This design comes from an exercise in tuning for small area, a short achievable clock period and few clock cycles per item on the open sky130 flow, not from production work. RTL that was checked went through simulation tests only; none was proved equivalent to the original.

==> inputs of 09-04 <==
// teleop_drive_and_gimbal_command_unit
module teleop_drive_and_gimbal_command_unit
(
    input  logic        i_clk,
    input  logic        i_rst_n,
    input  logic [39:0] s_axis_tdata,
    input  logic        s_axis_tvalid,
    output logic        s_axis_tready,
    output logic [87:0] m_axis_tdata,
    output logic        m_axis_tvalid,
    input  logic        m_axis_tready,
    input  logic        i_cfg_we,
    input  logic [2:0]  i_cfg_idx,
    input  logic [19:0] i_cfg_data
);
export LEC_CHECK = 0
export ABC_AREA = 1
export CAP_MARGIN = 20
export CORE_MARGIN = 2
export CORE_UTILIZATION = 65
export PLACE_DENSITY = 0.8
export SETUP_SLACK_MARGIN = 4.2
export SLEW_MARGIN = 20
create_clock -name core_clock -period 8.0 [get_ports {i_clk}]
run.sh (not shown) runs the stock make flow with config.mk's settings and CLKGATE_MAP_FILE= SYNTH_SCRIPT=/design/flow/synth_recipe.tcl, a recipe that flattens the netlist after the stock synthesis.
==> inputs of 11-06, as changes to 09-04 <==
- CORE_UTILIZATION: 65 -> 55
- PLACE_DENSITY: 0.8 -> 0.72
- SETUP_SLACK_MARGIN: 4.2 -> 4.0
==> key figures <==
Setup path
  – Crit-path cells: buf_4 -> nand2_8 -> inv_1 -> nand2_1 -> o221ai_1 -> fa_1 -> inv_1 -> fa_1 -> inv_1 -> ha_2 -> a21oi_2 -> o21a_1 -> o31ai_4 -> nand2_1 -> nand2_1 -> a21oi_2 -> xnor2_1
  – Levels on crit path: 17
  – Critical-path top delay cell: fa_1
  – Sum of buffers and inverters on the critical path: 4

Outcome
  – Status: finished clean

Cells and area
  – Design area: 0.0389 mm²
  – Core Util, Final: 74.2%
  – Final non-filler cell total: 4829
That was 09-04.
==> key figures <==
Outcome
  – Status: finished clean

Cells and area
  – Core Util, Final: 62.6%
  – Final non-filler cell total: 4942
  – Design area: 0.0387 mm²

Setup path
  – Crit-path cells: inv_1 -> a221oi_2 -> fa_1 -> fa_1 -> inv_1 -> fa_1 -> inv_1 -> fa_1
  – Critical-path top delay cell: dfxtp_1
  – Sum of buffers and inverters on the critical path: 3
That was 11-06.
Testbench counts of 09-04, summed over its fixed seeds: cycles 2,440, items 2,400.
Testbench counts of 11-06, summed over its fixed seeds: cycles 2,440, items 2,400.

==> inputs of pepper <==
==> flow/design.v <==
package tdgc_pkg;
    localparam logic [6:0]  RST_SPIN_THRESHOLD    = 7'd80;
    localparam logic [15:0] RST_PAN_POS_LIMIT     = 16'd28000;
    localparam logic [15:0] RST_PAN_NEG_LIMIT     = 16'd28000;
    localparam logic [15:0] RST_TILT_TOP_LIMIT    = 16'd18000;
    localparam logic [15:0] RST_TILT_BOTTOM_LIMIT = 16'd18000;
    localparam logic [7:0]  RST_PAN_MAX_RATE8     = 8'd255;    
    localparam logic [7:0]  RST_TILT_MAX_RATE8    = 8'd255;    
    localparam logic [13:0] RST_FS_DIV            = 14'd3937;
    localparam logic [6:0]  RST_FS_MOD            = 7'd1;
    localparam logic [15:0] RST_FS_DIV3           = 16'd11811;
    localparam logic [7:0]  SPIN_SPEED = 8'd90;
endpackage
module tdgc_ctrl
(
    input  logic        i_clk,
    input  logic        i_rst_n,
    input  logic        i_cfg_we,
    input  logic [2:0]  i_cfg_idx,
    input  logic [19:0] i_cfg_data,
    output logic        o_busy,
    output logic [6:0]  o_spin_thr,
    output logic [13:0] o_fs_div,      
    output logic [6:0]  o_fs_mod,      
    output logic [15:0] o_fs_div3,     
    output logic [15:0] o_pan_pos_lim,
    output logic [15:0] o_pan_neg_lim,
    output logic [15:0] o_tilt_top_lim,
    output logic [15:0] o_tilt_bot_lim,
    output logic [7:0]  o_pan_rate8,
    output logic [7:0]  o_tilt_rate8
);
    logic [2:0]  r_div_cnt;
    logic [8:0]  w_rem4;
    logic [1:0]  w_digit;
    logic [7:0]  w_rate8;
    assign w_rate8 = (|i_cfg_data[15:11]) ? 8'hFF : i_cfg_data[10:3];
    always_ff @(posedge i_clk) begin
        if (!i_rst_n) begin
            o_spin_thr     <= tdgc_pkg::RST_SPIN_THRESHOLD;
            o_pan_pos_lim  <= tdgc_pkg::RST_PAN_POS_LIMIT;
            o_pan_neg_lim  <= tdgc_pkg::RST_PAN_NEG_LIMIT;
            o_tilt_top_lim <= tdgc_pkg::RST_TILT_TOP_LIMIT;
            o_tilt_bot_lim <= tdgc_pkg::RST_TILT_BOTTOM_LIMIT;
            o_pan_rate8    <= tdgc_pkg::RST_PAN_MAX_RATE8;
            o_tilt_rate8   <= tdgc_pkg::RST_TILT_MAX_RATE8;
        end else if (i_cfg_we) begin
            case (i_cfg_idx)
                3'd0: o_spin_thr     <= i_cfg_data[6:0];
                3'd2: o_pan_pos_lim  <= i_cfg_data[15:0];
                3'd3: o_pan_neg_lim  <= i_cfg_data[15:0];
                3'd4: o_tilt_top_lim <= i_cfg_data[15:0];
                3'd5: o_tilt_bot_lim <= i_cfg_data[15:0];
                3'd6: o_pan_rate8    <= w_rate8;
                3'd7: o_tilt_rate8   <= w_rate8;
                default: begin
                end
            endcase
        end
    end
    assign w_rem4  = {o_fs_mod, o_fs_div[13:12]};
    assign w_digit = (w_rem4 >= 9'd381) ? 2'd3 :
                     (w_rem4 >= 9'd254) ? 2'd2 :
                     (w_rem4 >= 9'd127) ? 2'd1 : 2'd0;
    always_ff @(posedge i_clk) begin
        if (!i_rst_n) begin
            o_fs_div  <= tdgc_pkg::RST_FS_DIV;
            o_fs_div3 <= tdgc_pkg::RST_FS_DIV3;
            o_fs_mod  <= tdgc_pkg::RST_FS_MOD;
            r_div_cnt <= 3'd0;
        end else if (i_cfg_we && i_cfg_idx == 3'd1) begin
            o_fs_div  <= i_cfg_data[13:0];
            o_fs_div3 <= 16'd0;
            o_fs_mod  <= {1'b0, i_cfg_data[19:14]};
            r_div_cnt <= 3'd7;
        end else if (r_div_cnt != 3'd0) begin
            o_fs_mod  <= 7'(w_rem4[6:0] + {5'd0, w_digit});
            o_fs_div  <= {o_fs_div[11:0], w_digit};
            o_fs_div3 <= {o_fs_div3[13:0], 2'b00} + {12'd0, w_digit, 2'b00} - {14'd0, w_digit};
            r_div_cnt <= r_div_cnt - 3'd1;
        end
    end
    assign o_busy = r_div_cnt[2] | (r_div_cnt[1] & r_div_cnt[0]);
endmodule
module tdgc_dp
(
    input  logic [7:0]  i_g,          
    input  logic [17:0] i_pos,        
    input  logic [15:0] i_lim_p,
    input  logic [15:0] i_lim_n,
    input  logic [7:0]  i_rate8,      
    output logic [17:0] o_pos,
    output logic [7:0]  o_rate8,      
    output logic        o_hit,
    output logic        o_fault
);
    logic        w_above;
    logic        w_below;
    logic [18:0] w_sum;
    logic [7:0]  w_abs;
    assign w_above = ~i_pos[17] & (i_pos[16:0] > {1'b0, i_lim_p});
    assign w_below = i_pos[17] & (~i_pos[16:0] >= {1'b0, i_lim_n});
    assign o_hit   = (w_above & ~i_g[7] & (|i_g[6:0])) | (w_below & i_g[7]);
    assign w_sum = {i_pos[17], i_pos} + {{8{i_g[7]}}, i_g, 3'b000};
    always_comb begin
        if (o_hit) begin
            o_pos = i_pos;
        end else if (w_sum[18] != w_sum[17]) begin
            o_pos = w_sum[18] ? 18'h20000 : 18'h1FFFF;
        end else begin
            o_pos = w_sum[17:0];
        end
    end
    assign w_abs   = i_g[7] ? 8'(8'd0 - i_g) : i_g;
    assign o_fault = ~o_hit & (w_abs > i_rate8);
    assign o_rate8 = (o_hit | o_fault) ? 8'd0 : w_abs;
endmodule
module teleop_drive_and_gimbal_command_unit
(
    input  logic        i_clk,
    input  logic        i_rst_n,
    input  logic [39:0] s_axis_tdata,
    input  logic        s_axis_tvalid,
    output logic        s_axis_tready,
    output logic [87:0] m_axis_tdata,
    output logic        m_axis_tvalid,
    input  logic        m_axis_tready,
    input  logic        i_cfg_we,
    input  logic [2:0]  i_cfg_idx,
    input  logic [19:0] i_cfg_data
);
    logic        w_cfg_busy;
    logic [6:0]  w_spin_thr;
    logic [13:0] w_fs_div;
    logic [6:0]  w_fs_mod;
    logic [15:0] w_fs_div3;
    logic [15:0] w_pan_pos_lim;
    logic [15:0] w_pan_neg_lim;
    logic [15:0] w_tilt_top_lim;
    logic [15:0] w_tilt_bot_lim;
    logic [7:0]  w_cfg_pan_rate8;
    logic [7:0]  w_cfg_tilt_rate8;
    tdgc_ctrl u_cfg (
        .i_clk          (i_clk),
        .i_rst_n        (i_rst_n),
        .i_cfg_we       (i_cfg_we),
        .i_cfg_idx      (i_cfg_idx),
        .i_cfg_data     (i_cfg_data),
        .o_busy         (w_cfg_busy),
        .o_spin_thr     (w_spin_thr),
        .o_fs_div       (w_fs_div),
        .o_fs_mod       (w_fs_mod),
        .o_fs_div3      (w_fs_div3),
        .o_pan_pos_lim  (w_pan_pos_lim),
        .o_pan_neg_lim  (w_pan_neg_lim),
        .o_tilt_top_lim (w_tilt_top_lim),
        .o_tilt_bot_lim (w_tilt_bot_lim),
        .o_pan_rate8    (w_cfg_pan_rate8),
        .o_tilt_rate8   (w_cfg_tilt_rate8)
    );
    logic r_v1, r_v2, r_v3, r_v4;
    logic r_out_valid;
    logic w_adv;
    logic w_accept;
    assign w_adv         = ~r_out_valid | m_axis_tready;
    assign s_axis_tready = w_adv & ~w_cfg_busy;
    assign w_accept      = s_axis_tvalid & s_axis_tready;
    logic signed [7:0] w_turn;
    logic [7:0]        w_thr;
    logic              w_spin_r;
    logic              w_spin_l;
    logic [7:0]        w_mag;
    logic [1:0]        w_fwd;
    logic [33:0]       w_dec;
    assign w_turn   = $signed(s_axis_tdata[7:0]);
    assign w_thr    = {1'b0, w_spin_thr};
    assign w_spin_r = w_turn > $signed(w_thr);
    assign w_spin_l = w_turn < $signed(8'd0 - w_thr);
    always_comb begin
        if (w_spin_r) begin
            w_fwd = 2'b10;
            w_mag = tdgc_pkg::SPIN_SPEED;
        end else if (w_spin_l) begin
            w_fwd = 2'b01;
            w_mag = tdgc_pkg::SPIN_SPEED;
        end else begin
            w_fwd = {2{~s_axis_tdata[15]}};
            w_mag = s_axis_tdata[15] ? 8'(8'd0 - s_axis_tdata[15:8]) : s_axis_tdata[15:8];
        end
    end
    assign w_dec = {w_fwd, w_mag, s_axis_tdata[39:32], s_axis_tdata[23:16], s_axis_tdata[31:24]};
    logic [1:0]  r_fwd1, r_fwd2, r_fwd3, r_fwd4;
    logic [7:0]  r_pan1, r_pan2, r_pan3, r_pan4;
    logic [7:0]  r_tilt1, r_tilt2, r_tilt3, r_tilt4;
    logic [7:0]  r_mag1;
    logic [7:0]  r_mode1;
    logic [15:0] r_x2;
    logic [15:0] r_x3;
    logic [21:0] r_w3;
    logic [29:0] r_pa4;
    logic [8:0]  r_sh4;
    logic [1:0]  r_c4;
    logic [15:0] w_x;
    logic [29:0] w_pa;
    logic [15:0] w_pdig [8];
    logic [21:0] w_w;
    logic [15:0] w_ws;
    logic [9:0]  w_wt;
    logic [1:0]  w_wc;
    logic [29:0] w_sum;
    logic [27:0] w_duty;
    assign w_x     = 16'({8'd0, r_mode1} * {8'd0, r_mag1}) + {8'd0, r_mag1};
    always_comb begin
        w_pa = {15'd0, r_w3[21:7]};
        for (int i = 0; i < 8; i++) begin
            case (r_x3[2*i +: 2])
                2'd0:    w_pdig[i] = 16'd0;
                2'd1:    w_pdig[i] = {2'b00, w_fs_div};
                2'd2:    w_pdig[i] = {1'b0, w_fs_div, 1'b0};
                default: w_pdig[i] = w_fs_div3;
            endcase
            w_pa = w_pa + ({14'd0, w_pdig[i]} << (2 * i));
        end
    end
    assign w_w     = {6'd0, r_x2} * {15'd0, w_fs_mod};
    assign w_ws    = {1'b0, r_w3[21:7]} + {9'd0, r_w3[6:0]};
    assign w_wt    = {1'b0, w_ws[15:7]} + {3'd0, w_ws[6:0]};
    assign w_wc    = (w_wt >= 10'd381) ? 2'd3 : (w_wt >= 10'd254) ? 2'd2 :
                     (w_wt >= 10'd127) ? 2'd1 : 2'd0;
    assign w_sum   = r_pa4 + {21'd0, r_sh4} + {28'd0, r_c4};
    assign w_duty  = (|w_sum[29:28]) ? 28'hFFFFFFF : w_sum[27:0];
    always_ff @(posedge i_clk) begin
        if (!i_rst_n) begin
            r_v1        <= 1'b0;
            r_v2        <= 1'b0;
            r_v3        <= 1'b0;
            r_v4        <= 1'b0;
            r_out_valid <= 1'b0;
        end else begin
            if (w_adv) begin
                r_v1        <= w_accept;
                r_v2        <= r_v1;
                r_v3        <= r_v2;
                r_v4        <= r_v3;
                r_out_valid <= r_v4;
            end
        end
    end
    always_ff @(posedge i_clk) begin
        if (w_adv) begin
            {r_fwd1, r_mag1, r_mode1, r_pan1, r_tilt1} <= w_dec;
            r_x2    <= w_x;
            r_fwd2  <= r_fwd1;
            r_pan2  <= r_pan1;
            r_tilt2 <= r_tilt1;
            r_x3    <= r_x2;
            r_w3    <= w_w;
            r_fwd3  <= r_fwd2;
            r_pan3  <= r_pan2;
            r_tilt3 <= r_tilt2;
            r_pa4   <= w_pa;
            r_sh4   <= w_ws[15:7];
            r_c4    <= w_wc;
            r_fwd4  <= r_fwd3;
            r_pan4  <= r_pan3;
            r_tilt4 <= r_tilt3;
        end
    end
    logic [17:0] r_pan_pos;
    logic [17:0] r_tilt_pos;
    logic [17:0] w_pan_pos;
    logic [17:0] w_tilt_pos;
    logic [7:0]  w_pan_rate8;
    logic [7:0]  w_tilt_rate8;
    logic        w_pan_hit, w_tilt_hit, w_pan_fault, w_tilt_fault;
    tdgc_dp u_pan (
        .i_g     (r_pan4),
        .i_pos   (r_pan_pos),
        .i_lim_p (w_pan_pos_lim),
        .i_lim_n (w_pan_neg_lim),
        .i_rate8 (w_cfg_pan_rate8),
        .o_pos   (w_pan_pos),
        .o_rate8 (w_pan_rate8),
        .o_hit   (w_pan_hit),
        .o_fault (w_pan_fault)
    );
    tdgc_dp u_tilt (
        .i_g     (r_tilt4),
        .i_pos   (r_tilt_pos),
        .i_lim_p (w_tilt_top_lim),
        .i_lim_n (w_tilt_bot_lim),
        .i_rate8 (w_cfg_tilt_rate8),
        .o_pos   (w_tilt_pos),
        .o_rate8 (w_tilt_rate8),
        .o_hit   (w_tilt_hit),
        .o_fault (w_tilt_fault)
    );
    always_ff @(posedge i_clk) begin
        if (!i_rst_n) begin
            r_pan_pos  <= '0;
            r_tilt_pos <= '0;
        end else if (w_adv & r_v4) begin
            r_pan_pos  <= w_pan_pos;
            r_tilt_pos <= w_tilt_pos;
        end
    end
    logic [1:0]  r_o_fwd;
    logic [27:0] r_o_duty;
    logic [1:0]  r_o_pos;
    logic [7:0]  r_o_pan_rate8;
    logic [7:0]  r_o_tilt_rate8;
    logic [1:0]  r_o_hit;
    logic [1:0]  r_o_fault;
    always_ff @(posedge i_clk) begin
        if (w_adv) begin
            r_o_fwd        <= r_fwd4;
            r_o_duty       <= w_duty;
            r_o_pos        <= {~r_tilt4[7], ~r_pan4[7]};
            r_o_pan_rate8  <= w_pan_rate8;
            r_o_tilt_rate8 <= w_tilt_rate8;
            r_o_hit        <= {w_tilt_hit, w_pan_hit};
            r_o_fault      <= {w_tilt_fault, w_pan_fault};
        end
    end
    assign m_axis_tvalid = r_out_valid;
    assign m_axis_tdata  = {2'b00, r_o_fault, r_o_hit,
                            r_o_tilt_rate8, 3'b000, r_o_pan_rate8, 3'b000,
                            r_o_pos, r_o_duty, r_o_duty, r_o_fwd};
endmodule
==> flow/run.sh <==
#!/bin/bash
# synth_recipe.tcl (not shown) runs the flow's synth.tcl, then flattens the netlist and writes it again
# the make line also repeats each setting of config.mk as NAME=value (left out here)
make -C /OpenROAD-flow-scripts/flow DESIGN_CONFIG=/design/flow/config.mk WORK_HOME=/design/flow/orfs CLKGATE_MAP_FILE= SYNTH_SCRIPT=/design/flow/synth_recipe.tcl finish
==> flow/config.mk <==
export PLATFORM = sky130hd
export DESIGN_NAME = teleop_drive_and_gimbal_command_unit
export DESIGN_NICKNAME = teleop_drive_and_gimbal_command_unit
export VERILOG_FILES = /design/flow/design.v
export SDC_FILE = /design/flow/constraint.sdc
export NUM_CORES = 4
export LEC_CHECK = 0
export ABC_CLOCK_PERIOD_IN_PS = 4500
export CAP_MARGIN = 20
export CORE_MARGIN = 2
export CORE_UTILIZATION = 40
export PLACE_DENSITY = 0.6
export SETUP_SLACK_MARGIN = 3.0
export SLEW_MARGIN = 20
==> flow/constraint.sdc <==
create_clock -name core_clock -period 8.0 [get_ports {i_clk}]
set_input_delay 1.6000 -clock core_clock [delete_from_list [all_inputs] [get_ports {i_clk}]]
set_output_delay 1.6000 -clock core_clock [all_outputs]
set_load 0.01 [all_outputs]
==> willow: changes against pepper <==
--- a/flow/design.v
+++ b/flow/design.v
@@ -96,19 +96,23 @@
 );
     logic        w_above;
     logic        w_below;
-    logic [18:0] w_sum;
+    logic [9:0]  w_lo;
+    logic [6:0]  w_hi_up;
+    logic [6:0]  w_hi_dn;
+    logic [6:0]  w_hi;
     logic [7:0]  w_abs;
     assign w_above = ~i_pos[17] & (i_pos[16:0] > {1'b0, i_lim_p});
     assign w_below = i_pos[17] & (~i_pos[16:0] >= {1'b0, i_lim_n});
     assign o_hit   = (w_above & ~i_g[7] & (|i_g[6:0])) | (w_below & i_g[7]);
-    assign w_sum = {i_pos[17], i_pos} + {{8{i_g[7]}}, i_g, 3'b000};
+    assign w_lo    = {2'b00, i_pos[10:3]} + {{2{i_g[7]}}, i_g};
+    assign w_hi_up = i_pos[17:11] + 7'd1;
+    assign w_hi_dn = i_pos[17:11] - 7'd1;
+    assign w_hi    = w_lo[9] ? w_hi_dn : (w_lo[8] ? w_hi_up : i_pos[17:11]);
     always_comb begin
         if (o_hit) begin
             o_pos = i_pos;
-        end else if (w_sum[18] != w_sum[17]) begin
-            o_pos = w_sum[18] ? 18'h20000 : 18'h1FFFF;
         end else begin
-            o_pos = w_sum[17:0];
+            o_pos = {w_hi, w_lo[7:0], i_pos[2:0]};
         end
     end
     assign w_abs   = i_g[7] ? 8'(8'd0 - i_g) : i_g;
@@ -171,7 +175,9 @@
     logic              w_spin_l;
     logic [7:0]        w_mag;
     logic [1:0]        w_fwd;
-    logic [33:0]       w_dec;
+    logic [8:0]        w_m1;
+    logic [10:0]       w_m3;
+    logic [45:0]       w_dec;
     assign w_turn   = $signed(s_axis_tdata[7:0]);
     assign w_thr    = {1'b0, w_spin_thr};
     assign w_spin_r = w_turn > $signed(w_thr);
@@ -188,46 +194,83 @@
             w_mag = s_axis_tdata[15] ? 8'(8'd0 - s_axis_tdata[15:8]) : s_axis_tdata[15:8];
         end
     end
-    assign w_dec = {w_fwd, w_mag, s_axis_tdata[39:32], s_axis_tdata[23:16], s_axis_tdata[31:24]};
+    assign w_m1  = {1'b0, s_axis_tdata[39:32]} + 9'd1;
+    assign w_m3  = {2'b00, s_axis_tdata[39:32], 1'b0} + {3'b000, s_axis_tdata[39:32]} + 11'd3;
+    assign w_dec = {w_fwd, w_mag, w_m1, w_m3, s_axis_tdata[23:16], s_axis_tdata[31:24]};
     logic [1:0]  r_fwd1, r_fwd2, r_fwd3, r_fwd4;
     logic [7:0]  r_pan1, r_pan2, r_pan3, r_pan4;
     logic [7:0]  r_tilt1, r_tilt2, r_tilt3, r_tilt4;
     logic [7:0]  r_mag1;
-    logic [7:0]  r_mode1;
+    logic [8:0]  r_m1_1;
+    logic [10:0] r_m3_1;
     logic [15:0] r_x2;
     logic [15:0] r_x3;
     logic [21:0] r_w3;
-    logic [29:0] r_pa4;
-    logic [8:0]  r_sh4;
+    logic [29:0] r_pa4_s;
+    logic [29:0] r_pa4_c;
     logic [1:0]  r_c4;
     logic [15:0] w_x;
-    logic [29:0] w_pa;
-    logic [15:0] w_pdig [8];
+    logic [29:0] w_pa_s;
+    logic [29:0] w_pa_c;
+    logic [29:0] w_prow [11];
+    logic [29:0] w_csa1 [8];
+    logic [29:0] w_csa2 [6];
+    logic [29:0] w_csa3 [4];
+    logic [29:0] w_csa4 [3];
     logic [21:0] w_w;
-    logic [15:0] w_ws;
-    logic [9:0]  w_wt;
+    logic [15:0] w_xrow [4];
+    logic [8:0]  w_wd;
     logic [1:0]  w_wc;
     logic [29:0] w_sum;
     logic [27:0] w_duty;
-    assign w_x     = 16'({8'd0, r_mode1} * {8'd0, r_mag1}) + {8'd0, r_mag1};
     always_comb begin
-        w_pa = {15'd0, r_w3[21:7]};
+        for (int i = 0; i < 4; i++) begin
+            case (r_mag1[2*i +: 2])
+                2'd0:    w_xrow[i] = '0;
+                2'd1:    w_xrow[i] = {7'd0, r_m1_1} << (2 * i);
+                2'd2:    w_xrow[i] = {6'd0, r_m1_1, 1'b0} << (2 * i);
+                default: w_xrow[i] = {5'd0, r_m3_1} << (2 * i);
+            endcase
+        end
+    end
+    assign w_x     = w_xrow[0] + w_xrow[1] + w_xrow[2] + w_xrow[3];
+    function automatic logic [59:0] f_csa(input logic [29:0] a, input logic [29:0] b,
+                                          input logic [29:0] c);
+        f_csa = {a ^ b ^ c, ((a & b) | (a & c) | (b & c)) << 1};
+    endfunction
+    always_comb begin
         for (int i = 0; i < 8; i++) begin
             case (r_x3[2*i +: 2])
-                2'd0:    w_pdig[i] = 16'd0;
-                2'd1:    w_pdig[i] = {2'b00, w_fs_div};
-                2'd2:    w_pdig[i] = {1'b0, w_fs_div, 1'b0};
-                default: w_pdig[i] = w_fs_div3;
+                2'd0:    w_prow[i] = '0;
+                2'd1:    w_prow[i] = {16'd0, w_fs_div} << (2 * i);
+                2'd2:    w_prow[i] = {15'd0, w_fs_div, 1'b0} << (2 * i);
+                default: w_prow[i] = {14'd0, w_fs_div3} << (2 * i);
             endcase
-            w_pa = w_pa + ({14'd0, w_pdig[i]} << (2 * i));
         end
+        w_prow[8]  = {15'd0, r_w3[21], r_w3[20:14], r_w3[20:14]};
+        w_prow[9]  = {23'd0, r_w3[13:7]};
+        w_prow[10] = {22'd0, r_w3[21], 6'd0, r_w3[21]};
+        {w_csa1[0], w_csa1[1]} = f_csa(w_prow[0], w_prow[1], w_prow[2]);
+        {w_csa1[2], w_csa1[3]} = f_csa(w_prow[3], w_prow[4], w_prow[5]);
+        {w_csa1[4], w_csa1[5]} = f_csa(w_prow[6], w_prow[7], w_prow[8]);
+        w_csa1[6] = w_prow[9];
+        w_csa1[7] = w_prow[10];
+        {w_csa2[0], w_csa2[1]} = f_csa(w_csa1[0], w_csa1[1], w_csa1[2]);
+        {w_csa2[2], w_csa2[3]} = f_csa(w_csa1[3], w_csa1[4], w_csa1[5]);
+        w_csa2[4] = w_csa1[6];
+        w_csa2[5] = w_csa1[7];
+        {w_csa3[0], w_csa3[1]} = f_csa(w_csa2[0], w_csa2[1], w_csa2[2]);
+        {w_csa3[2], w_csa3[3]} = f_csa(w_csa2[3], w_csa2[4], w_csa2[5]);
+        {w_csa4[0], w_csa4[1]} = f_csa(w_csa3[0], w_csa3[1], w_csa3[2]);
+        w_csa4[2] = w_csa3[3];
+        {w_pa_s, w_pa_c} = f_csa(w_csa4[0], w_csa4[1], w_csa4[2]);
     end
     assign w_w     = {6'd0, r_x2} * {15'd0, w_fs_mod};
-    assign w_ws    = {1'b0, r_w3[21:7]} + {9'd0, r_w3[6:0]};
-    assign w_wt    = {1'b0, w_ws[15:7]} + {3'd0, w_ws[6:0]};
-    assign w_wc    = (w_wt >= 10'd381) ? 2'd3 : (w_wt >= 10'd254) ? 2'd2 :
-                     (w_wt >= 10'd127) ? 2'd1 : 2'd0;
-    assign w_sum   = r_pa4 + {21'd0, r_sh4} + {28'd0, r_c4};
+    assign w_wd    = {2'b00, r_w3[6:0]} + {2'b00, r_w3[13:7]} + {2'b00, r_w3[20:14]} +
+                     {8'd0, r_w3[21]};
+    assign w_wc    = (w_wd >= 9'd381) ? 2'd3 : (w_wd >= 9'd254) ? 2'd2 :
+                     (w_wd >= 9'd127) ? 2'd1 : 2'd0;
+    assign w_sum   = r_pa4_s + r_pa4_c + {28'd0, r_c4};
     assign w_duty  = (|w_sum[29:28]) ? 28'hFFFFFFF : w_sum[27:0];
     always_ff @(posedge i_clk) begin
         if (!i_rst_n) begin
@@ -248,7 +291,7 @@
     end
     always_ff @(posedge i_clk) begin
         if (w_adv) begin
-            {r_fwd1, r_mag1, r_mode1, r_pan1, r_tilt1} <= w_dec;
+            {r_fwd1, r_mag1, r_m1_1, r_m3_1, r_pan1, r_tilt1} <= w_dec;
             r_x2    <= w_x;
             r_fwd2  <= r_fwd1;
             r_pan2  <= r_pan1;
@@ -258,8 +301,8 @@
             r_fwd3  <= r_fwd2;
             r_pan3  <= r_pan2;
             r_tilt3 <= r_tilt2;
-            r_pa4   <= w_pa;
-            r_sh4   <= w_ws[15:7];
+            r_pa4_s <= w_pa_s;
+            r_pa4_c <= w_pa_c;
             r_c4    <= w_wc;
             r_fwd4  <= r_fwd3;
             r_pan4  <= r_pan3;
- ABC_AREA: not set -> 1
- ABC_CLOCK_PERIOD_IN_PS: 4500 -> not set
- CORE_UTILIZATION: 40 -> 55
- PLACE_DENSITY: 0.6 -> 0.72
==> ember: changes against pepper <==
- ABC_CLOCK_PERIOD_IN_PS: 4500 -> not set
- CORE_UTILIZATION: 40 -> 55
- PLACE_DENSITY: 0.6 -> 0.72
==> notes <==
- Between pepper and willow, the lower core utilization is in pepper (gap 15 points).
- Worst setup slack: willow > pepper > ember.
- Of pepper and willow, willow has the higher via count (gap about 9%, measured against willow).
- Maximum frequency, lowest first: ember, pepper, willow.
- Global-route usage: pepper < ember < willow.
- In ember the critical path depth is higher than in willow, by 9.
- Against ember, the synthesized cell count of willow is larger by 15%.
- pepper passed the timing, DRC and antenna checks. willow passed the timing, DRC and antenna checks. ember went through all stages and came out clean.
- Of pepper and willow, pepper has the higher non-clock buffer count (gap 110).
- Between willow and ember, the lower sequential cell count is in ember (gap 27).
==> figures <==
CP Data Arrival Time: pepper 5.63 ns; willow 5.11 ns; ember 5.63 ns
Sequential cell area: pepper 10400 µm²; willow 11200 µm²; ember 10400 µm²
Mux contribution to synthesized area: pepper 4.30%; willow 0%; ember 4.30%
Number of violations reported at the end of detailed-routing iteration 0: pepper 1774; willow 2302; ember 1480
Minimum setup slack in the final design: pepper 2.73 ns; willow 3.24 ns; ember 2.73 ns
Setup crit start: pepper r_x3[5]; willow u_cfg.o_fs_div[13]; ember r_x3[6]
First-pass GRT wire length: pepper 128000 µm; willow 136000 µm; ember 131000 µm
Proportion of cell area occupied by multi-input gates: pepper 53.8%; willow 49.7%; ember 54.4%
Share of cells above drive strength 1: pepper 12.5%; willow 3.35%; ember 12.3%
Starting Density: pepper 40.4%; willow 55.7%; ember 55.4%
Cell with the most instances after synthesis: pepper sky130_fd_sc_hd__nand2_1; willow sky130_fd_sc_hd__inv_1; ember sky130_fd_sc_hd__nand2_1
Y dimension of the die: pepper 289 µm; willow 248 µm; ember 247 µm
Cell area after placement: pepper 34900 µm²; willow 34700 µm²; ember 34500 µm²
Worst slack at placement: pepper 2.09 ns; willow 3.10 ns; ember 2.03 ns
Overall routed net length: pepper 78400 µm; willow 84800 µm; ember 81300 µm
Post-cts sizing count: pepper 70; willow 0; ember 77
Standard cell with the maximum stage delay on the critical path: pepper sky130_fd_sc_hd__fa_1; willow sky130_fd_sc_hd__dfxtp_1; ember sky130_fd_sc_hd__fa_1
Mean post-synth cell area: pepper 9.61 µm²; willow 8.45 µm²; ember 9.61 µm²
Status: pepper no timing/DRC/antenna violations; willow no timing/DRC/antenna violations; ember no timing/DRC/antenna violations
Layout Area Growth over Synthesis: pepper 15.8%; willow 10.6%; ember 14.3%
Met2 track demand over resource: pepper 29.8%; willow 44.9%; ember 44.2%
No functional check of the RTL was part of any run of this note.

==> port drivers added, routing unchanged <==
No port has a modelled driver above. Below, the same layouts with a new extraction and two added sets of constraints.
Step 1, drivers: a clkbuf_16 drives i_clk and a buf_2 each remaining input, both assumed.
Step 2 also shifts input and output timing later by t, the mid clock arrival at the registers, as if the neighbouring blocks saw the same clock.
a / b / c = ideal ports / drivers / drivers and shift; a / b = the first two.
run	t (ns)	slack for setup (ns)	worst setup path at the end
09-04	0.682	4.215 / 4.215 / 3.709	input to register
11-06	0.677	4.001 / 4.001 / 3.570	input to register
pepper	0.655	2.732 / 2.732 / 2.732	register to register
willow	0.666	3.245 / 3.245 / 3.245	register to register
ember	0.647	2.728 / 2.728 / 2.728	register to register
After both steps every run listed still meets setup and hold. The setup slack of 09-04, which loses most, moves by 0.000 ns with the drivers and by -0.506 ns with both steps.
